Context: an optimization exercise on an open-source flow, tuned for small area. The choices shown serve that exercise and are no tape-out recipe. At most, simulation tests tie the RTL to the original design; equivalence was not proved. The RTL of runs 2 and 3 was laid out without a check of its function.

## flow/design.v (module list and top-level ports; edited modules follow where they fit)
// module pss_sample_window: 14 lines
// module pss_correlator_lane: 719 lines
// module pss_fa: 10 lines
// module pss_xor2: 7 lines
// module pss_xnor2: 7 lines
// module pss_ha: 9 lines
// module pss_nid2_decider: 27 lines
// module pss_detector: 71 lines
module pss_detector (
    input  logic        clk_i,
    input  logic        reset_ni,
    input  logic [15:0] sample_i,           
    input  logic        sample_valid_i,
    input  logic [1:0]  mode_i,             
    input  logic [1:0]  requested_nid2_i,
    output logic [2:0]  result_o            
);
  // ...
==> flow/run.sh <==
#!/bin/bash
# synth_recipe.tcl (not shown) runs the flow's synth.tcl, then flattens the netlist and writes it again
# the make line also repeats each setting of config.mk as NAME=value (left out here)
make -C /OpenROAD-flow-scripts/flow DESIGN_CONFIG=/design/flow/config.mk WORK_HOME=/design/flow/orfs CLKGATE_MAP_FILE= SYNTH_SCRIPT=/design/flow/synth_recipe.tcl finish
==> flow/config.mk <==
export PLATFORM = sky130hd
export DESIGN_NAME = pss_detector
export DESIGN_NICKNAME = pss_detector
export VERILOG_FILES = /design/flow/design.v
export SDC_FILE = /design/flow/constraint.sdc
export NUM_CORES = 4
export LEC_CHECK = 0
export CAP_MARGIN = 5
export CORE_MARGIN = 2
export CORE_UTILIZATION = 85
export CTS_CLUSTER_DIAMETER = 100
export CTS_CLUSTER_SIZE = 30
export SLEW_MARGIN = 5
export SYNTH_HIERARCHICAL = 1
==> flow/constraint.sdc <==
create_clock -name core_clock -period 11.0 [get_ports {clk_i}]
set_input_delay 2.2000 -clock core_clock [delete_from_list [all_inputs] [get_ports {clk_i}]]
set_output_delay 2.2000 -clock core_clock [all_outputs]
set_load 0.01 [all_outputs]
==> implementation parameters, run 1 <==
Parameter                              Value

Clocking
  CTS H-tree depth ... 1
  Setup Fix Bufs, Post-CTS ... 8
  CTS buffer count ... 12
  Max clock buf depth ... 3
  Number of gates resized after cts ... 53

Synth
  Most common cell in the synthesized netlist ... fa_1
  Top post-synthesis cells by area ... fa_1, dfxtp_1, a22o_1
  Mapped Nets ... 1709
  Combinational family with the most area after synthesis ... adder cells
  Cell Area, Synth ... 17100 um^2
  Async set or reset register ratio after synthesis ... 0
  Post-Synth Simple-Gate Area ... 0.0255
  Count of flip-flops with a built-in enable after synthesis ... 0
  Number of storage elements in the synthesis netlist ... 270
  Leading cell types by count after synthesis ... fa_1, dfxtp_1, a22o_1
  Multiplexer share of the synthesized area ... 0.00293
  Main synth FF type ... dfxtp_1
  Number of warning messages in the yosys log ... 8
  Share of the synthesized area in the top cell type ... 0.343
  Compound-cell area share of the yosys netlist ... 0.153
  Post-Synth Adder-Cell Area ... 0.387
  Cells after Synth ... 1337

Place
  Placed cell count ... 1573
  Post-placement cell area ... 17500 um^2
  Port Buffer Count ... 25
  Weighted congestion at the end of routability-driven global placement ... 0.866
  Minimum setup slack after placement ... -0.397 ns
  Detailed Place HPWL ... 29.3 mm

Floorplanning
  Std cell rows ... 51
  Initial standard-cell utilization of the core ... 0.872
  Number of top-level pins ... 26
  Vert. Die Dim ... 146 um

GRT
  Grt met1 use ... 0.685
  Total track usage ... 0.686
  GR Layer Usage met2 ... 0.894
  Layer with the highest usage after global routing ... met2
  Remaining global-route overflow ... 67
  Largest net degree at the start of global routing ... 113
  Met3 usage ... 0.479

Outcome
  Stage reached ... global routing (5_1_grt)
  Error message ... [ERROR GRT-0232] Routing congestion too high. Check the congestion heatmap in the GUI.
  Run status ... aborted with a tool error

Timing
  Worst setup endpoint GRT ... code0_q[1]$_SDFF_PN1_/D
  Classification of the worst endpoint ... sequential cell input
==> run 2: changes to the inputs <==
--- a/flow/design.v
+++ b/flow/design.v
@@ -85,21 +85,21 @@
     pss_fa u_s3 (.a(window_i[200]), .b(window_i[152]), .c(~s1), .s(s3), .co(c4));
     pss_fa u_s5 (.a(window_i[169]), .b(window_i[121]), .c(window_i[41]), .s(s5), .co(c6));
     pss_fa u_s7 (.a(window_i[201]), .b(window_i[153]), .c(~c2), .s(s7), .co(c8));
     pss_fa u_s9 (.a(~s5), .b(c4), .c(s7), .s(s9), .co(c10));
     pss_fa u_s11 (.a(window_i[170]), .b(window_i[122]), .c(window_i[42]), .s(s11), .co(c12));
     pss_fa u_s13 (.a(window_i[202]), .b(window_i[154]), .c(~c6), .s(s13), .co(c14));
     pss_fa u_s15 (.a(~s11), .b(c8), .c(s13), .s(s15), .co(c16));
     pss_xor2 u_s17 (.a(c10), .b(s15), .y(s17));
-    assign c18 = c10 | s15;
+    assign c18 = ~(c10 | s15);
     pss_fa u_s19 (.a(window_i[171]), .b(window_i[123]), .c(window_i[43]), .s(s19), .co(c20));
     pss_fa u_s21 (.a(window_i[203]), .b(window_i[155]), .c(~c12), .s(s21), .co(c22));
     pss_fa u_s23 (.a(~s19), .b(c14), .c(s21), .s(s23), .co(c24));
-    pss_fa u_s25 (.a(c16), .b(s23), .c(c18), .s(s25), .co(c26));
+    pss_fa u_s25 (.a(c16), .b(s23), .c(~c18), .s(s25), .co(c26));
     pss_fa u_s27 (.a(window_i[172]), .b(window_i[124]), .c(window_i[44]), .s(s27), .co(c28));
     pss_fa u_s29 (.a(window_i[204]), .b(window_i[156]), .c(~c20), .s(s29), .co(c30));
     pss_fa u_s31 (.a(~s27), .b(c22), .c(s29), .s(s31), .co(c32));
     pss_fa u_s33 (.a(c24), .b(s31), .c(c26), .s(s33), .co(c34));
     pss_fa u_s35 (.a(window_i[173]), .b(window_i[125]), .c(window_i[45]), .s(s35), .co(c36));
     pss_fa u_s37 (.a(window_i[205]), .b(window_i[157]), .c(~c28), .s(s37), .co(c38));
     pss_fa u_s39 (.a(~s35), .b(c30), .c(s37), .s(s39), .co(c40));
     pss_fa u_s41 (.a(c32), .b(s39), .c(c34), .s(s41), .co(c42));
@@ -108,19 +108,18 @@
     pss_fa u_s47 (.a(~s43), .b(c38), .c(s45), .s(s47), .co(c48));
     pss_fa u_s49 (.a(c40), .b(s47), .c(c42), .s(s49), .co(c50));
     pss_fa u_s51 (.a(window_i[175]), .b(window_i[127]), .c(window_i[47]), .s(s51), .co(c52));
     pss_fa u_s53 (.a(window_i[207]), .b(window_i[159]), .c(~c44), .s(s53), .co(c54));
     pss_fa u_s55 (.a(~s51), .b(c46), .c(s53), .s(s55), .co(c56));
     pss_fa u_s57 (.a(c48), .b(s55), .c(c50), .s(s57), .co(c58));
     pss_fa u_s59 (.a(~c52), .b(c54), .c(c56), .s(s59), .co(c60));
     pss_xor2 u_s61 (.a(c58), .b(s59), .y(s61));
-    assign c62 = c58 | s59;
-    pss_xor2 u_s63 (.a(c60), .b(c62), .y(s63));
-    assign c64 = c60 | c62;
+    assign c62 = ~(c58 | s59);
+    pss_ha u_s63 (.a(~c60), .b(c62), .s(s63), .co(c64));
     pss_fa u_s65 (.a(window_i[232]), .b(window_i[72]), .c(window_i[56]), .s(s65), .co(c66));
     pss_ha u_s67 (.a(~window_i[24]), .b(s65), .s(s67), .co(c68));
     pss_fa u_s69 (.a(window_i[233]), .b(window_i[73]), .c(window_i[57]), .s(s69), .co(c70));
     pss_fa u_s71 (.a(~window_i[25]), .b(c66), .c(s69), .s(s71), .co(c72));
     pss_ha u_s73 (.a(c68), .b(s71), .s(s73), .co(c74));
     pss_fa u_s75 (.a(window_i[234]), .b(window_i[74]), .c(window_i[58]), .s(s75), .co(c76));
     pss_fa u_s77 (.a(~window_i[26]), .b(c70), .c(s75), .s(s77), .co(c78));
     pss_fa u_s79 (.a(c72), .b(s77), .c(c74), .s(s79), .co(c80));
@@ -152,17 +151,17 @@
     pss_fa u_s131 (.a(window_i[253]), .b(window_i[109]), .c(s41), .s(s131), .co(c132));
     pss_fa u_s133 (.a(c128), .b(c130), .c(s131), .s(s133), .co(c134));
     pss_fa u_s135 (.a(window_i[254]), .b(window_i[110]), .c(s49), .s(s135), .co(c136));
     pss_fa u_s137 (.a(c132), .b(c134), .c(s135), .s(s137), .co(c138));
     pss_fa u_s139 (.a(window_i[255]), .b(window_i[111]), .c(s57), .s(s139), .co(c140));
     pss_fa u_s141 (.a(c136), .b(c138), .c(s139), .s(s141), .co(c142));
     pss_fa u_s143 (.a(~s61), .b(c140), .c(c142), .s(s143), .co(c144));
     pss_ha u_s145 (.a(~s63), .b(c144), .s(s145), .co(c146));
-    pss_ha u_s147 (.a(c64), .b(c146), .s(s147), .co(c148));
+    pss_ha u_s147 (.a(~c64), .b(c146), .s(s147), .co(c148));
     pss_fa u_s149 (.a(window_i[184]), .b(window_i[88]), .c(window_i[8]), .s(s149), .co(c150));
     pss_fa u_s151 (.a(window_i[216]), .b(window_i[136]), .c(~s149), .s(s151), .co(c152));
     pss_ha u_s153 (.a(s67), .b(s151), .s(s153), .co(c154));
     pss_fa u_s155 (.a(window_i[185]), .b(window_i[89]), .c(window_i[9]), .s(s155), .co(c156));
     pss_fa u_s157 (.a(window_i[217]), .b(window_i[137]), .c(~c150), .s(s157), .co(c158));
     pss_fa u_s159 (.a(~s155), .b(c152), .c(s157), .s(s159), .co(c160));
     pss_fa u_s161 (.a(s73), .b(c154), .c(s159), .s(s161), .co(c162));
     pss_fa u_s163 (.a(window_i[186]), .b(window_i[90]), .c(window_i[10]), .s(s163), .co(c164));
@@ -206,17 +205,17 @@
     pss_fa u_s239 (.a(~s17), .b(s79), .c(c238), .s(s239), .co(c240));
     pss_fa u_s241 (.a(s25), .b(s85), .c(c240), .s(s241), .co(c242));
     pss_fa u_s243 (.a(s33), .b(s91), .c(c242), .s(s243), .co(c244));
     pss_fa u_s245 (.a(s41), .b(s97), .c(c244), .s(s245), .co(c246));
     pss_fa u_s247 (.a(s49), .b(s103), .c(c246), .s(s247), .co(c248));
     pss_fa u_s249 (.a(s57), .b(s109), .c(c248), .s(s249), .co(c250));
     pss_fa u_s251 (.a(~s61), .b(s111), .c(c250), .s(s251), .co(c252));
     pss_fa u_s253 (.a(c112), .b(~s63), .c(c252), .s(s253), .co(c254));
-    assign s255 = c64 ^ c254;
+    assign s255 = ~c64 ^ c254;
     pss_xor2 u_s257 (.a(s113), .b(s153), .y(s257));
     assign c258 = s113 | s153;
     pss_fa u_s259 (.a(c258), .b(s161), .c(s117), .s(s259), .co(c260));
     pss_fa u_s261 (.a(s171), .b(s121), .c(c260), .s(s261), .co(c262));
     pss_ha u_s263 (.a(s259), .b(s261), .s(s263), .co(c264));
     pss_fa u_s265 (.a(s125), .b(s181), .c(c262), .s(s265), .co(c266));
     pss_ha u_s267 (.a(c264), .b(s265), .s(s267), .co(c268));
     pss_fa u_s269 (.a(s129), .b(s191), .c(c266), .s(s269), .co(c270));
@@ -285,21 +284,21 @@
     pss_fa u_s373 (.a(window_i[192]), .b(window_i[144]), .c(~s371), .s(s373), .co(c374));
     pss_fa u_s375 (.a(window_i[161]), .b(window_i[113]), .c(window_i[33]), .s(s375), .co(c376));
     pss_fa u_s377 (.a(window_i[193]), .b(window_i[145]), .c(~c372), .s(s377), .co(c378));
     pss_fa u_s379 (.a(~s375), .b(c374), .c(s377), .s(s379), .co(c380));
     pss_fa u_s381 (.a(window_i[162]), .b(window_i[114]), .c(window_i[34]), .s(s381), .co(c382));
     pss_fa u_s383 (.a(window_i[194]), .b(window_i[146]), .c(~c376), .s(s383), .co(c384));
     pss_fa u_s385 (.a(~s381), .b(c378), .c(s383), .s(s385), .co(c386));
     pss_xor2 u_s387 (.a(c380), .b(s385), .y(s387));
-    assign c388 = c380 | s385;
+    assign c388 = ~(c380 | s385);
     pss_fa u_s389 (.a(window_i[163]), .b(window_i[115]), .c(window_i[35]), .s(s389), .co(c390));
     pss_fa u_s391 (.a(window_i[195]), .b(window_i[147]), .c(~c382), .s(s391), .co(c392));
     pss_fa u_s393 (.a(~s389), .b(c384), .c(s391), .s(s393), .co(c394));
-    pss_fa u_s395 (.a(c386), .b(s393), .c(c388), .s(s395), .co(c396));
+    pss_fa u_s395 (.a(c386), .b(s393), .c(~c388), .s(s395), .co(c396));
     pss_fa u_s397 (.a(window_i[164]), .b(window_i[116]), .c(window_i[36]), .s(s397), .co(c398));
     pss_fa u_s399 (.a(window_i[196]), .b(window_i[148]), .c(~c390), .s(s399), .co(c400));
     pss_fa u_s401 (.a(~s397), .b(c392), .c(s399), .s(s401), .co(c402));
     pss_fa u_s403 (.a(c394), .b(s401), .c(c396), .s(s403), .co(c404));
     pss_fa u_s405 (.a(window_i[165]), .b(window_i[117]), .c(window_i[37]), .s(s405), .co(c406));
     pss_fa u_s407 (.a(window_i[197]), .b(window_i[149]), .c(~c398), .s(s407), .co(c408));
     pss_fa u_s409 (.a(~s405), .b(c400), .c(s407), .s(s409), .co(c410));
     pss_fa u_s411 (.a(c402), .b(s409), .c(c404), .s(s411), .co(c412));
@@ -308,19 +307,18 @@
     pss_fa u_s417 (.a(~s413), .b(c408), .c(s415), .s(s417), .co(c418));
     pss_fa u_s419 (.a(c410), .b(s417), .c(c412), .s(s419), .co(c420));
     pss_fa u_s421 (.a(window_i[167]), .b(window_i[119]), .c(window_i[39]), .s(s421), .co(c422));
     pss_fa u_s423 (.a(window_i[199]), .b(window_i[151]), .c(~c414), .s(s423), .co(c424));
     pss_fa u_s425 (.a(~s421), .b(c416), .c(s423), .s(s425), .co(c426));
     pss_fa u_s427 (.a(c418), .b(s425), .c(c420), .s(s427), .co(c428));
     pss_fa u_s429 (.a(~c422), .b(c424), .c(c426), .s(s429), .co(c430));
     pss_xor2 u_s431 (.a(c428), .b(s429), .y(s431));
-    assign c432 = c428 | s429;
-    pss_xor2 u_s433 (.a(c430), .b(c432), .y(s433));
-    assign c434 = c430 | c432;
+    assign c432 = ~(c428 | s429);
+    pss_ha u_s433 (.a(~c430), .b(c432), .s(s433), .co(c434));
     pss_fa u_s435 (.a(window_i[224]), .b(window_i[64]), .c(window_i[48]), .s(s435), .co(c436));
     pss_ha u_s437 (.a(~window_i[16]), .b(s435), .s(s437), .co(c438));
     pss_fa u_s439 (.a(window_i[225]), .b(window_i[65]), .c(window_i[49]), .s(s439), .co(c440));
     pss_fa u_s441 (.a(~window_i[17]), .b(c436), .c(s439), .s(s441), .co(c442));
     pss_ha u_s443 (.a(c438), .b(s441), .s(s443), .co(c444));
     pss_fa u_s445 (.a(window_i[226]), .b(window_i[66]), .c(window_i[50]), .s(s445), .co(c446));
     pss_fa u_s447 (.a(~window_i[18]), .b(c440), .c(s445), .s(s447), .co(c448));
     pss_fa u_s449 (.a(c442), .b(s447), .c(c444), .s(s449), .co(c450));
@@ -352,17 +350,17 @@
     pss_fa u_s501 (.a(window_i[245]), .b(window_i[101]), .c(s411), .s(s501), .co(c502));
     pss_fa u_s503 (.a(c498), .b(c500), .c(s501), .s(s503), .co(c504));
     pss_fa u_s505 (.a(window_i[246]), .b(window_i[102]), .c(s419), .s(s505), .co(c506));
     pss_fa u_s507 (.a(c502), .b(c504), .c(s505), .s(s507), .co(c508));
     pss_fa u_s509 (.a(window_i[247]), .b(window_i[103]), .c(s427), .s(s509), .co(c510));
     pss_fa u_s511 (.a(c506), .b(c508), .c(s509), .s(s511), .co(c512));
     pss_fa u_s513 (.a(~s431), .b(c510), .c(c512), .s(s513), .co(c514));
     pss_ha u_s515 (.a(~s433), .b(c514), .s(s515), .co(c516));
-    pss_ha u_s517 (.a(c434), .b(c516), .s(s517), .co(c518));
+    pss_ha u_s517 (.a(~c434), .b(c516), .s(s517), .co(c518));
     pss_fa u_s519 (.a(window_i[176]), .b(window_i[80]), .c(window_i[0]), .s(s519), .co(c520));
     pss_fa u_s521 (.a(window_i[208]), .b(window_i[128]), .c(~s519), .s(s521), .co(c522));
     pss_ha u_s523 (.a(s437), .b(s521), .s(s523), .co(c524));
     pss_fa u_s525 (.a(window_i[177]), .b(window_i[81]), .c(window_i[1]), .s(s525), .co(c526));
     pss_fa u_s527 (.a(window_i[209]), .b(window_i[129]), .c(~c520), .s(s527), .co(c528));
     pss_fa u_s529 (.a(~s525), .b(c522), .c(s527), .s(s529), .co(c530));
     pss_fa u_s531 (.a(s443), .b(c524), .c(s529), .s(s531), .co(c532));
     pss_fa u_s533 (.a(window_i[178]), .b(window_i[82]), .c(window_i[2]), .s(s533), .co(c534));
@@ -406,17 +404,17 @@
     pss_fa u_s609 (.a(~s387), .b(s449), .c(c608), .s(s609), .co(c610));
     pss_fa u_s611 (.a(s395), .b(s455), .c(c610), .s(s611), .co(c612));
     pss_fa u_s613 (.a(s403), .b(s461), .c(c612), .s(s613), .co(c614));
     pss_fa u_s615 (.a(s411), .b(s467), .c(c614), .s(s615), .co(c616));
     pss_fa u_s617 (.a(s419), .b(s473), .c(c616), .s(s617), .co(c618));
     pss_fa u_s619 (.a(s427), .b(s479), .c(c618), .s(s619), .co(c620));
     pss_fa u_s621 (.a(~s431), .b(s481), .c(c620), .s(s621), .co(c622));
     pss_fa u_s623 (.a(c482), .b(~s433), .c(c622), .s(s623), .co(c624));
-    assign s625 = c434 ^ c624;
+    assign s625 = ~c434 ^ c624;
     pss_xor2 u_s627 (.a(s483), .b(s523), .y(s627));
     assign c628 = s483 | s523;
     pss_fa u_s629 (.a(c628), .b(s531), .c(s487), .s(s629), .co(c630));
     pss_fa u_s631 (.a(s541), .b(s491), .c(c630), .s(s631), .co(c632));
     pss_ha u_s633 (.a(s629), .b(s631), .s(s633), .co(c634));
     pss_fa u_s635 (.a(s495), .b(s551), .c(c632), .s(s635), .co(c636));
     pss_ha u_s637 (.a(c634), .b(s635), .s(s637), .co(c638));
     pss_fa u_s639 (.a(s499), .b(s561), .c(c636), .s(s639), .co(c640));
@@ -500,30 +498,30 @@
     pss_xor2 u_x757 (.a(s645), .b(s669), .y(x757));
     pss_xor2 u_x758 (.a(s649), .b(s669), .y(x758));
     pss_xor2 u_x759 (.a(s653), .b(s669), .y(x759));
     pss_xor2 u_x760 (.a(s657), .b(s669), .y(x760));
     pss_xor2 u_x761 (.a(s661), .b(s669), .y(x761));
     pss_xor2 u_x762 (.a(s665), .b(s669), .y(x762));
     pss_fa u_s763 (.a(s299), .b(s669), .c(~x741), .s(s763), .co(c764));
     pss_xor2 u_s765 (.a(x742), .b(x753), .y(s765));
-    assign c766 = x742 | x753;
+    assign c766 = ~(x742 | x753);
     pss_ha u_s767 (.a(x743), .b(x754), .s(s767), .co(c768));
     pss_ha u_s769 (.a(x744), .b(x755), .s(s769), .co(c770));
     pss_xor2 u_s771 (.a(x745), .b(x756), .y(s771));
     assign c772 = x745 | x756;
     pss_ha u_s773 (.a(x746), .b(x757), .s(s773), .co(c774));
     pss_xor2 u_s775 (.a(x747), .b(x758), .y(s775));
     assign c776 = x747 | x758;
     pss_ha u_s777 (.a(x748), .b(x759), .s(s777), .co(c778));
     pss_ha u_s779 (.a(x749), .b(x760), .s(s779), .co(c780));
     pss_xor2 u_s781 (.a(x750), .b(x761), .y(s781));
     assign c782 = x750 | x761;
     pss_xor2 u_s783 (.a(x751), .b(x762), .y(s783));
-    assign c784 = x751 | x762;
+    assign c784 = ~(x751 | x762);
     pss_xor2 u_x830 (.a(s257), .b(s369), .y(x830));
     pss_xor2 u_x831 (.a(s343), .b(s369), .y(x831));
     pss_xor2 u_x832 (.a(s345), .b(s369), .y(x832));
     pss_xor2 u_x833 (.a(s347), .b(s369), .y(x833));
     pss_xor2 u_x834 (.a(s349), .b(s369), .y(x834));
     pss_xor2 u_x835 (.a(s351), .b(s369), .y(x835));
     pss_xor2 u_x836 (.a(s353), .b(s369), .y(x836));
     pss_xor2 u_x837 (.a(s355), .b(s369), .y(x837));
@@ -538,32 +536,32 @@
     pss_xor2 u_x846 (.a(s721), .b(s739), .y(x846));
     pss_xor2 u_x847 (.a(s723), .b(s739), .y(x847));
     pss_xor2 u_x848 (.a(s725), .b(s739), .y(x848));
     pss_xor2 u_x849 (.a(s727), .b(s739), .y(x849));
     pss_xor2 u_x850 (.a(s731), .b(s739), .y(x850));
     pss_xor2 u_x851 (.a(s735), .b(s739), .y(x851));
     pss_fa u_s852 (.a(s369), .b(s739), .c(~x830), .s(s852), .co(c853));
     pss_xor2 u_s854 (.a(x831), .b(x842), .y(s854));
-    assign c855 = x831 | x842;
+    assign c855 = ~(x831 | x842);
     pss_xor2 u_s856 (.a(x832), .b(x843), .y(s856));
-    assign c857 = x832 | x843;
+    assign c857 = ~(x832 | x843);
     pss_xor2 u_s858 (.a(x833), .b(x844), .y(s858));
-    assign c859 = x833 | x844;
+    assign c859 = ~(x833 | x844);
     pss_ha u_s860 (.a(x834), .b(x845), .s(s860), .co(c861));
     pss_xor2 u_s862 (.a(x835), .b(x846), .y(s862));
-    assign c863 = x835 | x846;
+    assign c863 = ~(x835 | x846);
     pss_ha u_s864 (.a(x836), .b(x847), .s(s864), .co(c865));
     pss_xor2 u_s866 (.a(x837), .b(x848), .y(s866));
-    assign c867 = x837 | x848;
+    assign c867 = ~(x837 | x848);
     pss_xor2 u_s868 (.a(x838), .b(x849), .y(s868));
     assign c869 = x838 | x849;
     pss_ha u_s870 (.a(x839), .b(x850), .s(s870), .co(c871));
     pss_xor2 u_s872 (.a(x840), .b(x851), .y(s872));
-    assign c873 = x840 | x851;
+    assign c873 = ~(x840 | x851);
     pss_xor2 u_x919 (.a(s301), .b(s341), .y(x919));
     pss_xor2 u_x920 (.a(s303), .b(s341), .y(x920));
     pss_xor2 u_x921 (.a(s305), .b(s341), .y(x921));
     pss_xor2 u_x922 (.a(s309), .b(s341), .y(x922));
     pss_xor2 u_x923 (.a(s313), .b(s341), .y(x923));
     pss_xor2 u_x924 (.a(s317), .b(s341), .y(x924));
     pss_xor2 u_x925 (.a(s321), .b(s341), .y(x925));
     pss_xor2 u_x926 (.a(s325), .b(s341), .y(x926));
@@ -578,35 +576,35 @@
     pss_xor2 u_x935 (.a(s687), .b(s711), .y(x935));
     pss_xor2 u_x936 (.a(s691), .b(s711), .y(x936));
     pss_xor2 u_x937 (.a(s695), .b(s711), .y(x937));
     pss_xor2 u_x938 (.a(s699), .b(s711), .y(x938));
     pss_xor2 u_x939 (.a(s703), .b(s711), .y(x939));
     pss_xor2 u_x940 (.a(s707), .b(s711), .y(x940));
     pss_fa u_s941 (.a(s341), .b(s711), .c(x919), .s(s941), .co(c942));
     pss_xor2 u_s943 (.a(x920), .b(x931), .y(s943));
-    assign c944 = x920 | x931;
+    assign c944 = ~(x920 | x931);
     pss_ha u_s945 (.a(x921), .b(x932), .s(s945), .co(c946));
     pss_ha u_s947 (.a(x922), .b(x933), .s(s947), .co(c948));
     pss_xor2 u_s949 (.a(x923), .b(x934), .y(s949));
     assign c950 = x923 | x934;
     pss_ha u_s951 (.a(x924), .b(x935), .s(s951), .co(c952));
     pss_xor2 u_s953 (.a(x925), .b(x936), .y(s953));
     assign c954 = x925 | x936;
     pss_ha u_s955 (.a(x926), .b(x937), .s(s955), .co(c956));
     pss_xor2 u_s957 (.a(x927), .b(x938), .y(s957));
     assign c958 = x927 | x938;
     pss_ha u_s959 (.a(x928), .b(x939), .s(s959), .co(c960));
     pss_ha u_s961 (.a(x929), .b(x940), .s(s961), .co(c962));
     assign g785 = ~x752 & s763;
     assign p786 = ~x752 | s763;
     assign g787 = c764 & s765;
     assign p788 = c764 | s765;
-    assign g789 = ~c766 & s767;
-    assign p790 = ~c766 | s767;
+    assign g789 = c766 & s767;
+    assign p790 = c766 | s767;
     assign g791 = c768 & s769;
     assign p792 = c768 | s769;
     assign g793 = c770 & ~s771;
     assign p794 = c770 | ~s771;
     assign g795 = c772 & s773;
     assign p796 = c772 | s773;
     assign g797 = c774 & ~s775;
     assign p798 = c774 | ~s775;
@@ -631,39 +629,39 @@
     assign bp817 = p798 & bp815;
     assign bg818 = g799 | (p800 & bg816);
     assign bp819 = p800 & bp817;
     assign cc820 = bg818 | (bp819 & cc813);
     assign bg821 = g803 | (p804 & g801);
     assign bp822 = p804 & p802;
     assign bg823 = g805 | (p806 & bg821);
     assign bp824 = p806 & bp822;
-    assign bg825 = ~c784 | (1'b1 & bg823);
+    assign bg825 = c784 | (1'b1 & bg823);
     assign bp826 = 1'b1 & bp824;
     assign cc827 = bg825 | (bp826 & cc820);
     assign cc828 = 1'b0 | (1'b1 & cc827);
     assign ge829 = cc828;
     assign g874 = ~x841 & s852;
     assign p875 = ~x841 | s852;
     assign g876 = c853 & s854;
     assign p877 = c853 | s854;
-    assign g878 = ~c855 & s856;
-    assign p879 = ~c855 | s856;
-    assign g880 = ~c857 & s858;
-    assign p881 = ~c857 | s858;
-    assign g882 = ~c859 & ~s860;
-    assign p883 = ~c859 | ~s860;
+    assign g878 = c855 & s856;
+    assign p879 = c855 | s856;
+    assign g880 = c857 & s858;
+    assign p881 = c857 | s858;
+    assign g882 = c859 & ~s860;
+    assign p883 = c859 | ~s860;
     assign g884 = ~c861 & s862;
     assign p885 = ~c861 | s862;
-    assign g886 = ~c863 & ~s864;
-    assign p887 = ~c863 | ~s864;
+    assign g886 = c863 & ~s864;
+    assign p887 = c863 | ~s864;
     assign g888 = ~c865 & s866;
     assign p889 = ~c865 | s866;
-    assign g890 = ~c867 & ~s868;
-    assign p891 = ~c867 | ~s868;
+    assign g890 = c867 & ~s868;
+    assign p891 = c867 | ~s868;
     assign g892 = c869 & ~s870;
     assign p893 = c869 | ~s870;
     assign g894 = ~c871 & s872;
     assign p895 = ~c871 | s872;
     assign bg896 = g876 | (p877 & g874);
     assign bp897 = p877 & p875;
     assign bg898 = g878 | (p879 & bg896);
     assign bp899 = p879 & bp897;
@@ -676,27 +674,27 @@
     assign bp906 = p887 & bp904;
     assign bg907 = g888 | (p889 & bg905);
     assign bp908 = p889 & bp906;
     assign cc909 = bg907 | (bp908 & cc902);
     assign bg910 = g892 | (p893 & g890);
     assign bp911 = p893 & p891;
     assign bg912 = g894 | (p895 & bg910);
     assign bp913 = p895 & bp911;
-    assign bg914 = ~c873 | (1'b1 & bg912);
+    assign bg914 = c873 | (1'b1 & bg912);
     assign bp915 = 1'b1 & bp913;
     assign cc916 = bg914 | (bp915 & cc909);
     assign cc917 = 1'b0 | (1'b1 & cc916);
     assign ge918 = cc917;
     assign g963 = ~x930 & ~s941;
     assign p964 = ~x930 | ~s941;
     assign g965 = ~c942 & s943;
     assign p966 = ~c942 | s943;
-    assign g967 = ~c944 & s945;
-    assign p968 = ~c944 | s945;
+    assign g967 = c944 & s945;
+    assign p968 = c944 | s945;
     assign g969 = c946 & s947;
     assign p970 = c946 | s947;
     assign g971 = c948 & ~s949;
     assign p972 = c948 | ~s949;
     assign g973 = c950 & s951;
     assign p974 = c950 | s951;
     assign g975 = c952 & ~s953;
     assign p976 = c952 | ~s953;
==> flow/flow/run.sh (new file) <==
#!/bin/bash
cp standard.sh standard_sh_copy.log
export BUFFER_PORTS_ARGS="-buffer_cell sky130_fd_sc_hd__buf_1"
bash standard.sh > standard_flow.log 2>&1
==> flow/standard.sh (new file) <==
#!/bin/bash
# synth_recipe.tcl (not shown) runs the flow's synth.tcl, then flattens the netlist and writes it again
# the make line also repeats each setting of config.mk as NAME=value (left out here)
make -C /OpenROAD-flow-scripts/flow DESIGN_CONFIG=/design/flow/config.mk WORK_HOME=/design/flow/orfs CLKGATE_MAP_FILE= SYNTH_SCRIPT=/design/flow/synth_recipe.tcl "${@:-finish}"
==> flow/config.mk (replaced) <==
export PLATFORM = sky130hd
export DESIGN_NAME = pss_detector
export DESIGN_NICKNAME = pss_detector
export VERILOG_FILES = /design/flow/design.v
export SDC_FILE = /design/flow/constraint.sdc
export NUM_CORES = 4
export LEC_CHECK = 0
export CAP_MARGIN = 5
export CORE_MARGIN = 2
export CORE_UTILIZATION = 75
export CTS_CLUSTER_DIAMETER = 100
export CTS_CLUSTER_SIZE = 30
export SLEW_MARGIN = 5
export SYNTH_HIERARCHICAL = 1
removed: flow/run.sh
==> run 2 against run 1 <==
Synthesized cell count is 0.15% higher; synthesized area hardly changed; now clean on timing, DRC and antenna.
==> implementation parameters, run 2 <==
Parameter                              Value

Floorplanning
  Chip width ... 155 um (was 146 um)
  Number of top-level pins ... 26 (unchanged)
  Std cell rows ... 55 (was 51)
  Core outline area ... 22500 um^2
  Vert. Die Dim ... 155 um (was 146 um)
  Die footprint ... 24000 um^2
  Initial standard-cell utilization of the core ... 0.759 (was 0.872)

Outcome
  Run status ... timing/DRC/antenna clean (was aborted with a tool error)

Critical path
  Number of buffers and inverters on the critical path ... 3
  Type of the setup path with the least slack ... reg -> reg
  Delay contributed by the slowest stage of the critical path ... 0.57 ns
  Crit Path Max Fanout ... 3
  Master of the slowest instance on the critical path ... fa_2
  Arrival time worst endpoint ... 11.14 ns
  Setup crit start kind ... flop
  Crit path capture type ... flop
  CP dominant cell by count ... fa_1
  Required time of the critical path ... 11.37 ns
  Largest delay contributor family on the critical path ... adder cells

Clocking
  CTS H-tree depth ... 1 (unchanged)
  CTS buffer count ... 12 (unchanged)
  Clock root cell ... clkbuf_16 (unchanged)
  Clock insertion delay at the later pin of the skew report ... 0.50 ns
  TritonCTS clock tree ... done
  Clock transition at the registers of the reported paths ... 0.11 ns
  Clock sinks ... 270 (unchanged)
  Number of hold buffers added after cts ... 0 (unchanged)
  Max clock buf depth ... 3 (unchanged)

Timing
  Unrepaired setup endpoints after global routing ... true
  Final setup violation count ... 0
  Final Cycle Share ... 0.979
  Post-layout minimum cycle time ... 10.76 ns
  Setup TNS Final ... 0 ns
  Actual transition at the worst max-transition pin ... 1.12 ns
  Worst slew slack as a fraction of its limit ... 0.252
  Post-route worst hold slack ... 0.421 ns
  Final worst slack ... 0.236 ns
  Worst Skew ... 0.0258 ns
  Max-slew violations ... 0
  Fmax ... 0.0929 GHz
  Number of endpoints with negative hold slack in the final report ... 0

Final layout
  Diode insertion count for antenna repair ... 0
  Ratio of cells with drive above 1 in the final layout ... 0.0940
  Count of filler cells inserted in the layout ... 1361
  Most common cell after layout, fill and taps aside ... dfxtp_1
  Layout area overhead ... 5.51%
  Largest registers ranked by flip-flop count ... window_q (256), prev_q (3)
  Number of nets in the final layout ... 1715
  Final standard cell count with taps included and fillers excluded ... 1625
  Top register by number of flip-flops ... window_q
  Flip-flop count of the largest register, all copies and words added ... 256
  Top library cells by usage in the layout, fill and taps aside ... dfxtp_1, fa_1, a22o_1, inv_1, xor2_1

Synth
  Cells after Synth ... 1339 (was 1337)
  Async set or reset register ratio after synthesis ... 0 (unchanged)
  Count of flip-flops with a built-in enable after synthesis ... 0 (unchanged)
  Cell Area, Synth ... 17100 um^2 (about the same)
  Share of the synthesized area in the top cell type ... 0.343 (about the same)
  Library cell with the largest summed area after synthesis ... fa_1 (unchanged)
  Number of warning messages in the yosys log ... 8 (unchanged)
  Main synth FF type ... dfxtp_1 (unchanged)
  Unique masters post-synth ... 52 (unchanged)
  Number of storage elements in the synthesis netlist ... 270 (unchanged)
  Top post-synthesis cells by area ... fa_1, dfxtp_1, a22o_1 (unchanged)
  Sequential-to-total area share from yosys stat ... 0.316 (about the same)
  Mapped Avg Cell Area ... 12.8 um^2 (about the same)
  Mapped Nets ... 1713 (was 1709)
  Most common cell in the synthesized netlist ... fa_1 (unchanged)
  Leading cell types by count after synthesis ... fa_1, dfxtp_1, a22o_1 (unchanged)

Route
  Routed wire length on met3 ... 689 um
  Met1 routed wirelength after detailed routing ... 14.3 mm
  Initial DRT Pass Iterations ... 5
  Highest routing layer actually used ... met4
  Count of antenna-violating nets left after detailed routing ... 0
  Vias post-DR ... 9767
  Initial drt markers ... 536
  Remaining routing DRC violations ... 0
  Average vias per placed instance ... 6.01
  Routed WL per cell ... 19.3 um
  Routed met2 length ... 15.8 mm
  Total wirelength of the detailed-routed design ... 31.4 mm

GRT
  Largest net degree at the start of global routing ... 112
  Global-route wire length before repair ... 53.1 mm
  Total track usage ... 0.275
  Via count of the first global-routing pass ... 10.5k
  Remaining global-route overflow ... 0
  Antenna violations before repair ... 0

Place
  Port Buffer Count ... 25 (unchanged)
  Minimum setup slack after placement ... -0.223 ns (was -0.397 ns)
  Placed cell count ... 1598 (was 1573)
  Detailed Place HPWL ... 24.3 mm (was 29.3 mm)
  Weighted congestion at the end of routability-driven global placement ... 0.830 (was 0.866)

Job
  Count of max-cap constraint violations ... 0

Hold path
  Worst min-delay path class ... reg -> reg
[run 2: routing by layer]
layer	up-vias	GRT usage
met2	133	0.461
met1	5049	0.407
li1	4558	-
met4	0	0.0485
met5	-	0
met3	27	0.0245
[run 2: worst reg2reg max path: cells and delay by family, from the launching register on]
family | cells | cell delay [ns]
flip-flops | 1 | 0.35
buffers and inverters | 3 | 0.20
AND/OR/NAND/NOR | 6 | 1.32
adder cells (fa/ha/maj) | 18 | 7.56
AO/OA/AOI/OAI | 3 | 0.65
XOR/XNOR | 3 | 0.54
[run 2: worst paths after layout]
| path | start | end | slack [ns] | depth (start not counted) |
|---|---|---|---|---|
| setup / recovery | window_q[161]$_DFF_P_ | code0_q[1]$_SDFF_PN1_ | 0.24 | 33 |
| hold / removal | code0_q[0]$_SDFF_PN1_ | code1_q[0]$_SDFF_PN1_ | 0.42 | 1 |
| setup reg to reg | window_q[161]$_DFF_P_ | code0_q[1]$_SDFF_PN1_ | 0.24 | 33 |
| hold reg to reg | code0_q[0]$_SDFF_PN1_ | code1_q[0]$_SDFF_PN1_ | 0.42 | 1 |
[run 2: timing repair]
action / in CTS / in global routing
gates resized for setup: 8 / 54
buffers inserted: 4 / 10
pin swaps: 6 / 26
endpoints found under the setup margin: 2 / 3
[run 2: cell type report]
cell class | instances | area [um^2] | area share
tap | 285 | 357 | 0.0198
clock buffer | 13 | 325 | 0.0180
inverter | 144 | 543 | 0.0301
timing repair buffer | 53 | 308 | 0.0171
sequential | 270 | 5410 | 0.300
multi-input combinational | 860 | 11100 | 0.615
[run 2: per-module statistics from Yosys, one instance, submodules excluded]
| module | times used | cells | cell area, um^2 |
|---|---|---|---|
| pss_xor2 | 112 | 1 | 8.76 |
| pss_sample_window | 1 | 317 | 2600 |
| pss_fa | 293 | 1 | 20.0 |
| pss_nid2_decider | 1 | 12 | 85.1 |
| pss_detector | 1 | 295 | 5570 |
| pss_ha | 58 | 1 | 12.5 |
| pss_correlator_lane | 1 | 252 | 1250 |
[run 2: cell families (layout without fill, tap and decap cells)]
| logic type | count (synthesis) | after routing | share of synthesized area |
|---|---|---|---|
| xor gates and xnor gates | 121 | 121 | 0.0620 |
| muxes | 5 | 5 | 0.00293 |
| buffers and inverters | 209 | 210 | 0.0530 |
| and+or+nand+nor | 76 | 76 | 0.0245 |
| adders and majority gates | 355 | 355 | 0.388 |
| AOI/OAI and AO/OA | 303 | 303 | 0.153 |
| DFF | 270 | 270 | 0.316 |
[run 2: through the flow]
stage	utilization	cell area [um^2]
2_1_floorplan	-	17200
3_3_place_gp	0.772	17400
3_5_place_dp	0.772	17400
4_1_cts	0.789	17700
5_1_grt	0.801	18000
6_report	0.801	18000
==> run 3: changes to the inputs <==
==> flow/run.sh (new file) <==
#!/bin/bash
# synth_recipe.tcl (not shown) runs the flow's synth.tcl, then flattens the netlist and writes it again
# the make line also repeats each setting of config.mk as NAME=value (left out here)
make -C /OpenROAD-flow-scripts/flow DESIGN_CONFIG=/design/flow/config.mk WORK_HOME=/design/flow/orfs CLKGATE_MAP_FILE= SYNTH_SCRIPT=/design/flow/synth_recipe.tcl finish
removed: flow/flow/run.sh
removed: flow/standard.sh
==> run 3 against run 2 <==
Maximum frequency is 0.36% lower; first-iteration DRC count is 2.8% lower; hold slack hardly changed; critical endpoint unchanged; core utilization is 0.79 points higher; sequential share of layout area is 0.30 points lower; die area stayed put; cell area is 0.99% higher; highest routed layer unchanged; via count is 1.1% higher; non-clock buffer count is 4 higher.
==> implementation parameters, run 3 <==
Parameter                              Value

Outcome
  Run status ... timing/DRC/antenna clean (unchanged)

Clocking
  Clock insertion delay at the later pin of the skew report ... 0.50 ns (about the same)
  Clock transition at the registers of the reported paths ... 0.11 ns (about the same)
  Clock root cell ... clkbuf_16 (unchanged)
  Clock sinks ... 270 (unchanged)
  CTS H-tree depth ... 1 (unchanged)
  CTS buffer count ... 12 (unchanged)
  TritonCTS clock tree ... done (unchanged)
  Max clock buf depth ... 3 (unchanged)

GRT
  Via count of the first global-routing pass ... 10.5k (about the same)
  Global-route wire length before repair ... 53.2 mm (was 53.1 mm)
  Largest net degree at the start of global routing ... 113 (was 112)
  Total track usage ... 0.277 (was 0.275)
  Antenna violations before repair ... 0 (unchanged)
  Remaining global-route overflow ... 0 (unchanged)

Route
  Average vias per placed instance ... 6.06 (was 6.01)
  Vias post-DR ... 9874 (was 9767)
  Initial drt markers ... 521 (was 536)
  Count of antenna-violating nets left after detailed routing ... 0 (unchanged)
  Remaining routing DRC violations ... 0 (unchanged)
  Total wirelength of the detailed-routed design ... 31.4 mm (about the same)
  Initial DRT Pass Iterations ... 6 (was 5)
  Routed WL per cell ... 19.3 um (about the same)

Timing
  Max-slew violations ... 0 (unchanged)
  Worst slew slack as a fraction of its limit ... 0.253 (was 0.252)
  Setup TNS Final ... 0 ns (unchanged)
  Post-layout minimum cycle time ... 10.80 ns (was 10.76 ns)
  Unrepaired setup endpoints after global routing ... true (unchanged)
  Fmax ... 0.0926 GHz (was 0.0929 GHz)
  Actual transition at the worst max-transition pin ... 1.12 ns (about the same)
  Post-route worst hold slack ... 0.421 ns (about the same)
  Final Cycle Share ... 0.982 (was 0.979)
  Worst Skew ... 0.0180 ns (was 0.0258 ns)
  Final setup violation count ... 0 (unchanged)
  Number of endpoints with negative hold slack in the final report ... 0 (unchanged)

Final layout
  Flip-flop count of the largest register, all copies and words added ... 256 (unchanged)
  Largest registers ranked by flip-flop count ... window_q (256), prev_q (3) (unchanged)
  Number of nets in the final layout ... 1719 (was 1715)
  Count of filler cells inserted in the layout ... 1304 (was 1361)
  Layout area overhead ... 6.55% (was 5.51%)
  Multi-input combinational cell area ... 11100 um^2 (about the same)
  Register cell area after layout ... 5410 um^2 (about the same)
  Layout Utilization ... 0.809 (was 0.801)
  Ratio of cells with drive above 1 in the final layout ... 0.0945 (was 0.0940)
  Top register by number of flip-flops ... window_q (unchanged)
  Diode insertion count for antenna repair ... 0 (unchanged)
  Top library cells by usage in the layout, fill and taps aside ... dfxtp_1, fa_1, a22o_1, inv_1, xor2_1 (unchanged)
  Most common cell after layout, fill and taps aside ... dfxtp_1 (unchanged)
  Final instance area ... 18200 um^2 (was 18000 um^2)

Synth
  Cells after Synth ... 1339 (unchanged)
  Top post-synthesis cells by area ... fa_1, dfxtp_1, a22o_1 (unchanged)
  Sequential-to-total area share from yosys stat ... 0.316 (unchanged)
  Mapped Nets ... 1713 (unchanged)
  Main synth FF type ... dfxtp_1 (unchanged)
  Unique masters post-synth ... 52 (unchanged)
  Number of storage elements in the synthesis netlist ... 270 (unchanged)
  Share of the synthesized area in the top cell type ... 0.343 (unchanged)
  Leading cell types by count after synthesis ... fa_1, dfxtp_1, a22o_1 (unchanged)
  Async set or reset register ratio after synthesis ... 0 (unchanged)
  Count of flip-flops with a built-in enable after synthesis ... 0 (unchanged)
  Mapped Avg Cell Area ... 12.8 um^2 (unchanged)
  Most common cell in the synthesized netlist ... fa_1 (unchanged)
  Cell Area, Synth ... 17100 um^2 (unchanged)
  Library cell with the largest summed area after synthesis ... fa_1 (unchanged)
  Number of warning messages in the yosys log ... 8 (unchanged)

Floorplanning
  Chip width ... 155 um (unchanged)
  Number of top-level pins ... 26 (unchanged)
  Std cell rows ... 55 (unchanged)
  Die footprint ... 24000 um^2 (unchanged)
  Core outline area ... 22500 um^2 (unchanged)
  Initial standard-cell utilization of the core ... 0.759 (unchanged)
  Vert. Die Dim ... 155 um (unchanged)

Hold path
  Worst Hold Endpoint ... code2_q[1]$_SDFF_PN1_ (was code1_q[0]$_SDFF_PN1_)
  Worst min-delay path class ... reg -> reg (unchanged)
  Critical hold path startpoint ... code1_q[1]$_SDFF_PN1_ (was code0_q[0]$_SDFF_PN1_)
  Cell depth of the worst hold path ... 1 (unchanged)

Critical path
  Largest delay contributor family on the critical path ... adder cells (unchanged)
  Number of buffers and inverters on the critical path ... 2 (was 3)
  Delay contributed by the slowest stage of the critical path ... 0.61 ns (was 0.57 ns)
  Master of the slowest instance on the critical path ... fa_2 (unchanged)
  Type of the setup path with the least slack ... reg -> reg (unchanged)
  Setup slack on the worst flop-to-flop path ... 0.20 ns (was 0.24 ns)
  Arrival time worst endpoint ... 11.18 ns (was 11.14 ns)
  Setup crit start kind ... flop (unchanged)
  Launch point of the worst reg-to-reg path ... window_q[161]$_DFF_P_ (unchanged)
  Logic depth of the worst setup path including buffers ... 32 (was 33)
  Crit Path Max Fanout ... 3 (unchanged)
  Cell depth of the worst flop-to-flop path ... 32 (was 33)
  Terminus of the critical flop-to-flop path ... code0_q[1]$_SDFF_PN1_ (unchanged)
  Required time of the critical path ... 11.38 ns (was 11.37 ns)
  CP dominant cell by count ... fa_1 (unchanged)
  Crit path capture type ... flop (unchanged)

Place
  Detailed Place HPWL ... 24.6 mm (was 24.3 mm)
  Port Buffer Count ... 25 (unchanged)
  Post-placement cell area ... 17600 um^2 (was 17400 um^2)
  Weighted congestion at the end of routability-driven global placement ... 0.824 (was 0.830)

Job
  Count of max-cap constraint violations ... 0 (unchanged)
-- run 3: cell count changes in the layout (fill, tap and decap cells not counted), moves of 3 or more --
cell / before / now
clkdlybuf4s50_1: 0 / 25
fa_2: 44 / 41
buf_4: 27 / 30
fa_1: 249 / 252
buf_1: 25 / 0
-- run 3: how the worst max path moves through the flow --
stage	start	to
floorplan	window_q[169]$_DFF_P_	code0_q[1]$_SDFF_PN1_
global placement	window_q[168]$_DFF_P_	code0_q[1]$_SDFF_PN1_
detailed placement	window_q[168]$_DFF_P_	code0_q[1]$_SDFF_PN1_
CTS	window_q[168]$_DFF_P_	code0_q[1]$_SDFF_PN1_
global route	window_q[169]$_DFF_P_	code0_q[1]$_SDFF_PN1_
finish	window_q[161]$_DFF_P_	code0_q[1]$_SDFF_PN1_
-- run 3: worst register-to-register path: cells and delay by family, from the launching register on --
family	cells	cell delay [ns]
AOI/OAI and AO/OA	3	0.65
xor gates and xnor gates	3	0.48
adders and majority gates	19	8.10
buffers and inverters	2	0.12
DFF	1	0.35
and+or+nand+nor	5	0.97
-- run 3: kinds of logic after synthesis --
group / synth area share
buf+inv: 0.0530
fa+ha+maj: 0.388
compound gates: 0.153
xor+xnor: 0.0620
flops: 0.316
mux: 0.00293
simple gates: 0.0245
-- run 3: per-module statistics from Yosys (local to each module, per instance) --
module               copies in the design  area, um^2
pss_sample_window                       1        2600
pss_correlator_lane                     1        1250
pss_fa                                293        20.0
pss_ha                                 58        12.5
pss_xor2                              112        8.76
pss_nid2_decider                        1        85.1
pss_detector                            1        5570
-- run 3: final cells by class --
| type | count | area share |
|---|---|---|
| clock buffer | 13 | 0.0179 |
| sequential | 270 | 0.297 |
| timing repair buffer | 57 | 0.0274 |
| multi-input combinational | 860 | 0.608 |
| tap | 285 | 0.0196 |
| inverter | 144 | 0.0298 |
-- run 3: layer usage --
metal  wire length [um]  global-route usage  share of wire  vias up
met5                  0                   0              0        -
met4                633              0.0538          0.020        0
met3                915              0.0270          0.029       37
met2              15900               0.467           0.51      159
met1              13900               0.401           0.44     5109
li1                   -                   -              -     4569
-- run 3: per-stage QoR --
step                cells  setup WS, ns
floorplan            1339       0.00890
global placement     1602        0.0973
detailed placement   1602        -0.227
CTS                  1617        0.0174
global route         1629        -0.162
finish               1629         0.197
-- run 3: repair_timing --
action,in CTS,in global routing
hold buffers,0,0
setup buffers,2,12
pin swaps,7,33
setup endpoints to repair,2,3
cloned,0,0
gates resized for setup,8,51
==> module pss_nid2_decider, before the edit <==
module pss_nid2_decider (
    input  logic [2:0] ge_i,                
    input  logic [2:0] prev_i,              
    input  logic [1:0] code_i,              
    input  logic [1:0] mode_i,
    input  logic [1:0] requested_nid2_i,
    output logic [1:0] code_o,              
    output logic       hit_o                
);
    logic [2:0] peaks;
    assign peaks = ge_i & ~prev_i;
    always_comb begin
        case (peaks)
            3'b001:  code_o = 2'd0;
            3'b010:  code_o = 2'd1;
            3'b100:  code_o = 2'd2;
            default: code_o = 2'd3;
        endcase
    end
    always_comb begin
        case (mode_i)
            2'd0:    hit_o = (code_i != 2'd3);
            2'd1:    hit_o = (code_i != 2'd3) && (code_i == requested_nid2_i);
            default: hit_o = 1'b0;
        endcase
    end
endmodule
==> module pss_detector, before the edit <==
module pss_detector (
    input  logic        clk_i,
    input  logic        reset_ni,
    input  logic [15:0] sample_i,           
    input  logic        sample_valid_i,
    input  logic [1:0]  mode_i,             
    input  logic [1:0]  requested_nid2_i,
    output logic [2:0]  result_o            
);
    logic         en_q;
    logic         accept_q;
    logic [255:0] window_q;
    logic [255:0] window_d;
    logic [2:0]   prev_q;
    logic [1:0]   code0_q, code1_q, code2_q;
    logic         result_valid_q;
    logic [1:0]   result_nid2_q;
    logic         accept;
    logic         hold;
    logic [2:0]   ge;
    logic [1:0]   code;
    logic         hit;
    assign accept = sample_valid_i && en_q && reset_ni;
    assign hold   = reset_ni && !accept;
    pss_sample_window i_sample_window (
        .hist_i   (window_q),
        .sample_i (sample_i),
        .shift_i  (accept),
        .hold_i   (hold),
        .clear_i  (!reset_ni),
        .hist_o   (window_d)
    );
    always_ff @(posedge clk_i) begin
        window_q <= window_d;
    end
    pss_correlator_lane i_corr (
        .window_i (window_q),
        .ge_o     (ge)
    );
    pss_nid2_decider i_nid2_decider (
        .ge_i             (ge),
        .prev_i           (prev_q),
        .code_i           (code2_q),
        .mode_i           (mode_i),
        .requested_nid2_i (requested_nid2_i),
        .code_o           (code),
        .hit_o            (hit)
    );
    always_ff @(posedge clk_i) begin
        if (!reset_ni) begin
            en_q           <= 1'b0;
            accept_q       <= 1'b0;
            prev_q         <= '0;
            code0_q        <= 2'd3;
            code1_q        <= 2'd3;
            code2_q        <= 2'd3;
            result_valid_q <= 1'b0;
            result_nid2_q  <= '0;
        end else begin
            en_q           <= !mode_i[1];
            accept_q       <= accept;
            if (accept_q) prev_q <= ge;
            code0_q        <= accept_q ? code : 2'd3;
            code1_q        <= code0_q;
            code2_q        <= code1_q;
            result_valid_q <= hit;
            if (hit) result_nid2_q <= code2_q;
        end
    end
    assign result_o = {result_valid_q, result_nid2_q};
endmodule
==> run 4: changes to the inputs <==
--- a/flow/design.v
+++ b/flow/design.v
@@ -766,18 +766,15 @@
 endmodule
 `timescale 1ns/1ps
 module pss_nid2_decider (
-    input  logic [2:0] ge_i,                
-    input  logic [2:0] prev_i,              
+    input  logic [2:0] peaks_i,             
     input  logic [1:0] code_i,              
     input  logic [1:0] mode_i,
     input  logic [1:0] requested_nid2_i,
     output logic [1:0] code_o,              
     output logic       hit_o                
 );
-    logic [2:0] peaks;
-    assign peaks = ge_i & ~prev_i;
     always_comb begin
-        case (peaks)
+        case (peaks_i)
             3'b001:  code_o = 2'd0;
             3'b010:  code_o = 2'd1;
             3'b100:  code_o = 2'd2;
@@ -807,7 +804,8 @@
     logic [255:0] window_q;
     logic [255:0] window_d;
     logic [2:0]   prev_q;
-    logic [1:0]   code0_q, code1_q, code2_q;
+    logic [2:0]   peaks_q;
+    logic [1:0]   code1_q, code2_q;
     logic         result_valid_q;
     logic [1:0]   result_nid2_q;
     logic         accept;
@@ -833,8 +831,7 @@
         .ge_o     (ge)
     );
     pss_nid2_decider i_nid2_decider (
-        .ge_i             (ge),
-        .prev_i           (prev_q),
+        .peaks_i          (peaks_q),
         .code_i           (code2_q),
         .mode_i           (mode_i),
         .requested_nid2_i (requested_nid2_i),
@@ -846,7 +843,7 @@
             en_q           <= 1'b0;
             accept_q       <= 1'b0;
             prev_q         <= '0;
-            code0_q        <= 2'd3;
+            peaks_q        <= '0;
             code1_q        <= 2'd3;
             code2_q        <= 2'd3;
             result_valid_q <= 1'b0;
@@ -855,8 +852,8 @@
             en_q           <= !mode_i[1];
             accept_q       <= accept;
             if (accept_q) prev_q <= ge;
-            code0_q        <= accept_q ? code : 2'd3;
-            code1_q        <= code0_q;
+            peaks_q        <= accept_q ? (ge & ~prev_q) : 3'b000;
+            code1_q        <= code;
             code2_q        <= code1_q;
             result_valid_q <= hit;
             if (hit) result_nid2_q <= code2_q;
==> run 4 against run 3 <==
Synthesized area up 0.11%; worst setup slack better by 0.091 ns; still clean; count of clock-buffer cells in the layout grew 1.
==> implementation parameters, run 4 <==
Parameter                              Value

Outcome
  Run status ... timing/DRC/antenna clean (unchanged)

Synth
  Number of warning messages in the yosys log ... 8 (unchanged)
  Top post-synthesis cells by area ... fa_1, dfxtp_1, a22o_1 (unchanged)
  Mapped Avg Cell Area ... 12.8 um^2 (about the same)
  Count of flip-flops with a built-in enable after synthesis ... 0 (unchanged)
  Leading cell types by count after synthesis ... fa_1, dfxtp_1, a22o_1 (unchanged)
  Async set or reset register ratio after synthesis ... 0 (unchanged)
  Share of the synthesized area in the top cell type ... 0.343 (about the same)
  Sequential-to-total area share from yosys stat ... 0.317 (was 0.316)
  Most common cell in the synthesized netlist ... fa_1 (unchanged)
  Mapped Nets ... 1711 (was 1713)
  Main synth FF type ... dfxtp_1 (unchanged)
  Cell Area, Synth ... 17100 um^2 (about the same)
  Number of storage elements in the synthesis netlist ... 271 (was 270)
  Cells after Synth ... 1337 (was 1339)
  Unique masters post-synth ... 54 (was 52)
  Library cell with the largest summed area after synthesis ... fa_1 (unchanged)

Route
  Average vias per placed instance ... 6.05 (was 6.06)
  Total wirelength of the detailed-routed design ... 31.0 mm (was 31.4 mm)
  Initial DRT Pass Iterations ... 5 (was 6)
  Routed WL per cell ... 19.2 um (was 19.3 um)
  Count of antenna-violating nets left after detailed routing ... 0 (unchanged)
  Initial drt markers ... 531 (was 521)
  Vias post-DR ... 9765 (was 9874)
  Remaining routing DRC violations ... 0 (unchanged)

Floorplanning
  Vert. Die Dim ... 155 um (about the same)
  Chip width ... 155 um (about the same)
  Core outline area ... 22500 um^2 (unchanged)
  Die footprint ... 24000 um^2 (about the same)
  Number of top-level pins ... 26 (unchanged)
  Std cell rows ... 55 (unchanged)
  Initial standard-cell utilization of the core ... 0.760 (was 0.759)

Place
  Placed cell count ... 1593 (was 1602)
  Port Buffer Count ... 25 (unchanged)
  Minimum setup slack after placement ... 0.122 ns (was -0.227 ns)
  Weighted congestion at the end of routability-driven global placement ... 0.877 (was 0.824)
  Detailed Place HPWL ... 23.9 mm (was 24.6 mm)

Clocking
  Clock sinks ... 271 (was 270)
  CTS buffer count ... 13 (was 12)
  Clock transition at the registers of the reported paths ... 0.11 ns (about the same)
  CTS H-tree depth ... 1 (unchanged)
  Clock insertion delay at the later pin of the skew report ... 0.49 ns (was 0.50 ns)
  Max clock buf depth ... 3 (unchanged)
  TritonCTS clock tree ... done (unchanged)
  Number of hold buffers added after cts ... 0 (unchanged)
  Clock root cell ... clkbuf_16 (unchanged)

Critical path
  Master of the slowest instance on the critical path ... fa_2 (unchanged)
  Type of the setup path with the least slack ... reg -> reg (unchanged)
  Crit path capture type ... flop (unchanged)
  Required time of the critical path ... 11.36 ns (was 11.38 ns)
  Launch point of the worst reg-to-reg path ... window_q[169]$_DFF_P_ (was window_q[161]$_DFF_P_)
  Delay contributed by the slowest stage of the critical path ... 0.58 ns (was 0.61 ns)
  Crit Path Max Fanout ... 3 (unchanged)
  Arrival time worst endpoint ... 11.07 ns (was 11.18 ns)
  Setup crit start kind ... flop (unchanged)
  CP dominant cell by count ... fa_1 (unchanged)
  Worst Setup SP ... window_q[169]$_DFF_P_ (was window_q[161]$_DFF_P_)

GRT
  Total track usage ... 0.276 (was 0.277)
  Remaining global-route overflow ... 0 (unchanged)
  Via count of the first global-routing pass ... 10.7k (was 10.5k)
  Antenna violations before repair ... 0 (unchanged)
  Global-route wire length before repair ... 53.7 mm (was 53.2 mm)
  Largest net degree at the start of global routing ... 257 (was 113)

Hold path
  Worst min-delay path class ... reg -> reg (unchanged)
  Critical hold path startpoint ... code1_q[1]$_SDFF_PN1_ (unchanged)

Final layout
  Flip-flop count of the largest register, all copies and words added ... 256 (unchanged)
  Largest registers ranked by flip-flop count ... window_q (256), peaks_q (3), prev_q (3) (was window_q (256), prev_q (3))
  Diode insertion count for antenna repair ... 0 (unchanged)
  Layout Utilization ... 0.800 (was 0.809)
  Count of filler cells inserted in the layout ... 1365 (was 1304)
  Final standard cell count with taps included and fillers excluded ... 1613 (was 1629)
  Layout area overhead ... 5.27% (was 6.55%)
  Most common cell after layout, fill and taps aside ... fa_1 (was dfxtp_1)
  Ratio of cells with drive above 1 in the final layout ... 0.0648 (was 0.0945)
  Top library cells by usage in the layout, fill and taps aside ... fa_1, dfxtp_1, a22o_1, inv_1, xor2_1 (was dfxtp_1, fa_1, a22o_1, inv_1, xor2_1)
  Number of nets in the final layout ... 1702 (was 1719)
  Top register by number of flip-flops ... window_q (unchanged)

Timing
  Final setup violation count ... 0 (unchanged)
  Final Cycle Share ... 0.974 (was 0.982)
  Actual transition at the worst max-transition pin ... 1.40 ns (was 1.12 ns)
  Final worst slack ... 0.289 ns (was 0.197 ns)
  Worst slew slack as a fraction of its limit ... 0.0664 (was 0.253)
  Number of endpoints with negative hold slack in the final report ... 0 (unchanged)
  Fmax ... 0.0934 GHz (was 0.0926 GHz)
  Worst Skew ... 0.0337 ns (was 0.0180 ns)
  Post-layout minimum cycle time ... 10.71 ns (was 10.80 ns)
  Setup TNS Final ... 0 ns (unchanged)
  Post-route worst hold slack ... 0.423 ns (was 0.421 ns)
  Max-slew violations ... 0 (unchanged)

Job
  Count of max-cap constraint violations ... 0 (unchanged)
-- run 4: cell types whose count changed after synthesis, sizes merged, moves of 2 or more --
| cell | previous run | this run |
|---|---|---|
| xor2 | 112 | 114 |
| xnor2 | 9 | 7 |
| nand3b | 2 | 0 |
| nor3b | 1 | 4 |
| nand2b | 14 | 10 |
| buf | 61 | 59 |
| or2b | 0 | 4 |
-- run 4: layout make-up --
type	instances	area (um^2)	area share
multi-input cells	859	10900	0.608
flip-flops and latches	271	5430	0.301
inverters	144	541	0.0300
repair buffers	39	375	0.0208
well taps	285	357	0.0198
clock buffers	14	329	0.0183
clock inverters	1	30.0	0.00167
-- run 4: cell families (layout without fill, tap and decap cells) --
group / after synthesis / in the layout / share of synthesized area
xor gates and xnor gates: 121 / 121 / 0.0620
and+or+nand+nor: 75 / 75 / 0.0256
buffers and inverters: 207 / 198 / 0.0517
AOI/OAI and AO/OA: 303 / 303 / 0.153
DFF: 271 / 271 / 0.317
muxes: 5 / 5 / 0.00293
adders and majority gates: 355 / 355 / 0.388
-- run 4: timing repair --
item | CTS | global route
setup endpoints to repair | 0 | 2
gates resized for setup | 0 | 29
buffers inserted | 0 | 5
-- run 4: modules after synthesis (local to each module, per instance) --
module               flip-flops and latches  cell area (um^2)  cells inside
pss_xor2                                  0              8.76             1
pss_fa                                    0              20.0             1
pss_ha                                    0              12.5             1
pss_detector                            271              5610           296
pss_correlator_lane                       0              1250           252
pss_sample_window                         0              2600           317
pss_nid2_decider                          0              70.1             9
-- run 4: per-stage QoR --
step / cell area, um^2
detailed placement: 17500
floorplan: 17100
finish: 18000
CTS: 17900
global route: 18000
global placement: 17500
-- run 4: layer usage --
layer | share of wire | GRT usage | wire length, um
met2 | 0.50 | 0.463 | 15600
met5 | 0 | 0 | 0
met3 | 0.028 | 0.0295 | 853
met4 | 0.017 | 0.0476 | 537
met1 | 0.45 | 0.403 | 14000
-- run 4: critical path, delay by kind of cell, from the launching register on --
kind / cells / cell delay (ns)
muxes: 1 / 0.14
and+or+nand+nor: 4 / 0.88
xor gates and xnor gates: 2 / 0.37
DFF: 1 / 0.36
buffers and inverters: 4 / 0.27
AOI/OAI and AO/OA: 3 / 0.63
adders and majority gates: 18 / 7.95
-- run 4: worst paths after layout --
| kind | to | slack [ns] | cells after the start |
|---|---|---|---|
| setup / recovery | prev_q[1]$_SDFFE_PN0P_ | 0.29 | 32 |
| hold / removal | code2_q[1]$_SDFF_PN1_ | 0.42 | 1 |
| setup reg to reg | prev_q[1]$_SDFFE_PN0P_ | 0.29 | 32 |
| hold reg to reg | code2_q[1]$_SDFF_PN1_ | 0.42 | 1 |
==> run 5: changes to the inputs <==
==> flow/flow/run.sh (new file) <==
#!/bin/bash
cp standard.sh standard_sh_copy.log
export BUFFER_PORTS_ARGS="-buffer_cell sky130_fd_sc_hd__buf_1"
bash standard.sh > standard_flow.log 2>&1
==> flow/standard.sh (new file) <==
#!/bin/bash
# synth_recipe.tcl (not shown) runs the flow's synth.tcl, then flattens the netlist and writes it again
# the make line also repeats each setting of config.mk as NAME=value (left out here)
make -C /OpenROAD-flow-scripts/flow DESIGN_CONFIG=/design/flow/config.mk WORK_HOME=/design/flow/orfs CLKGATE_MAP_FILE= SYNTH_SCRIPT=/design/flow/synth_recipe.tcl "${@:-finish}"
removed: flow/run.sh
==> run 5 against run 4 <==
Cell area down 0.37%; die area did not move.
==> implementation parameters, run 5 <==
Parameter                              Value

Clocking
  Clock transition at the registers of the reported paths ... 0.11 ns (about the same)
  Clock sinks ... 271 (unchanged)
  CTS H-tree depth ... 1 (unchanged)
  Max clock buf depth ... 3 (unchanged)

Place
  Weighted congestion at the end of routability-driven global placement ... 0.837 (was 0.877)

Synth
  Cells after Synth ... 1337 (unchanged)
  Number of storage elements in the synthesis netlist ... 271 (unchanged)
  Library cell with the largest summed area after synthesis ... fa_1 (unchanged)
  Sequential-to-total area share from yosys stat ... 0.317 (unchanged)
  Cell Area, Synth ... 17100 um^2 (unchanged)

Critical path
  Arrival time worst endpoint ... 10.99 ns (was 11.07 ns)
  Crit Path Max Fanout ... 7 (was 3)
  Launch point of the worst reg-to-reg path ... window_q[168]$_DFF_P_ (was window_q[169]$_DFF_P_)
  Number of buffers and inverters on the critical path ... 4 (unchanged)

Final layout
  Register cell area after layout ... 5430 um^2 (about the same)
  Final standard cell count with taps included and fillers excluded ... 1626 (was 1613)
  Diode insertion count for antenna repair ... 0 (unchanged)
  Number of nets in the final layout ... 1714 (was 1702)
  Layout Utilization ... 0.797 (was 0.800)
  Top library cells by usage in the layout, fill and taps aside ... fa_1, dfxtp_1, a22o_1, inv_1, xor2_1 (unchanged)

GRT
  Via count of the first global-routing pass ... 10.4k (was 10.7k)

Timing
  Post-layout minimum cycle time ... 10.61 ns (was 10.71 ns)
  Worst slew slack as a fraction of its limit ... 0.277 (was 0.0664)
  Post-route worst hold slack ... 0.391 ns (was 0.423 ns)
  Actual transition at the worst max-transition pin ... 1.08 ns (was 1.40 ns)

Route
  Initial DRT Pass Iterations ... 5 (unchanged)
  Vias post-DR ... 9752 (was 9765)

Floorplanning
  Die footprint ... 24000 um^2 (unchanged)

Outcome
  Run status ... timing/DRC/antenna clean (unchanged)
==> run 5: stage by stage <==
| step | setup TNS (ns) | setup WS, ns | instance area (um^2) |
|---|---|---|---|
| after floorplan | 0 | 0.00257 | 17100 |
| after global placement | 0 | 0.254 | 17400 |
| after detailed placement | 0 | 0.0443 | 17400 |
| after CTS | 0 | 0.0287 | 17700 |
| after global routing | -0.00399 | -0.00399 | 17900 |
| final | 0 | 0.394 | 17900 |
==> run 5: cells by family (layout without fill, tap and decap cells) <==
logic type,count (synthesis),in the layout,share of synthesized area
flops,271,271,0.317
xor+xnor,121,121,0.0620
fa+ha+maj,355,355,0.388
buf+inv,207,211,0.0517
compound gates,303,303,0.153
mux,5,5,0.00293
simple gates,75,75,0.0256
==> run 5: worst min path at each step <==
stage,end,slack [ns],startpoint
after CTS,code2_q[0]$_SDFF_PN1_,0.39,code1_q[0]$_SDFF_PN1_
after floorplan,code2_q[0]$_SDFF_PN1_,0.38,code1_q[0]$_SDFF_PN1_
after global placement,code2_q[1]$_SDFF_PN1_,0.40,code1_q[1]$_SDFF_PN1_
after detailed placement,code2_q[1]$_SDFF_PN1_,0.40,code1_q[1]$_SDFF_PN1_
final,code2_q[0]$_SDFF_PN1_,0.39,code1_q[0]$_SDFF_PN1_
after global routing,code2_q[0]$_SDFF_PN1_,0.41,code1_q[0]$_SDFF_PN1_
==> run 5: modules after synthesis (local to each module, per instance) <==
module,cells,flip-flops and latches,copies in the design,area (um^2)
pss_xor2,1,0,112,8.76
pss_fa,1,0,293,20.0
pss_detector,296,271,1,5610
pss_nid2_decider,9,0,1,70.1
pss_sample_window,317,0,1,2600
pss_correlator_lane,252,0,1,1250
pss_ha,1,0,58,12.5
==> run 5: final cells by class <==
cell class                      instances  area share
Tap cell                              285      0.0199
Clock buffer                           14      0.0183
Timing Repair Buffer                   51      0.0170
Sequential cell                       271       0.302
Clock inverter                          2     0.00216
Multi-Input combinational cell        859       0.610
Inverter                              144      0.0301
==> run 5: timing repair <==
action | 4_1_cts | 5_1_grt
setup buffers | 0 | 16
gates resized for setup | 0 | 28
hold buffers | 0 | 0
endpoints found under the hold margin | 0 | 0
endpoints found under the setup margin | 0 | 2
==> run 5: routing by layer <==
layer | routed length (um) | track usage | vias to the layer above
met4 | 659 | 0.0547 | 0
met1 | 14100 | 0.401 | 5007
met5 | 0 | 0 | -
met3 | 806 | 0.0262 | 36
li1 | - | - | 4560
met2 | 15600 | 0.455 | 149

[static timing again, ports no longer ideal]
No port has a modelled driver above. Below, the same layouts with a new extraction and two added sets of constraints.
Step 1: set_driving_cell puts a clkbuf_16 on clk_i and a buf_2 on each other input, an assumption about the parent block.
Step 2 times the ports against the registers' clock, not the clock port: input delays grow and output delays shrink by t, the midpoint of the rising clock arrivals with the driver on.
Three values: ideal, step 1, step 2; two values: the first two.
| run | t, ns | slack for setup (ns) | clock arrival spread, ns | pins driven straight from the clock port |
|---|---|---|---|---|
| run 2 | 0.535 | 0.236 / 0.236 / 0.236 | 0.029 / 0.028 | 1 |
| run 3 | 0.538 | 0.197 / 0.197 / 0.197 | 0.020 / 0.019 | 1 |
| run 4 | 0.526 | 0.289 / 0.289 / 0.289 | 0.041 / 0.041 | 1 |
| run 5 | 0.540 | 0.394 / 0.394 / 0.394 | 0.040 / 0.041 | 1 |
After both steps setup and hold are still met in every run listed.
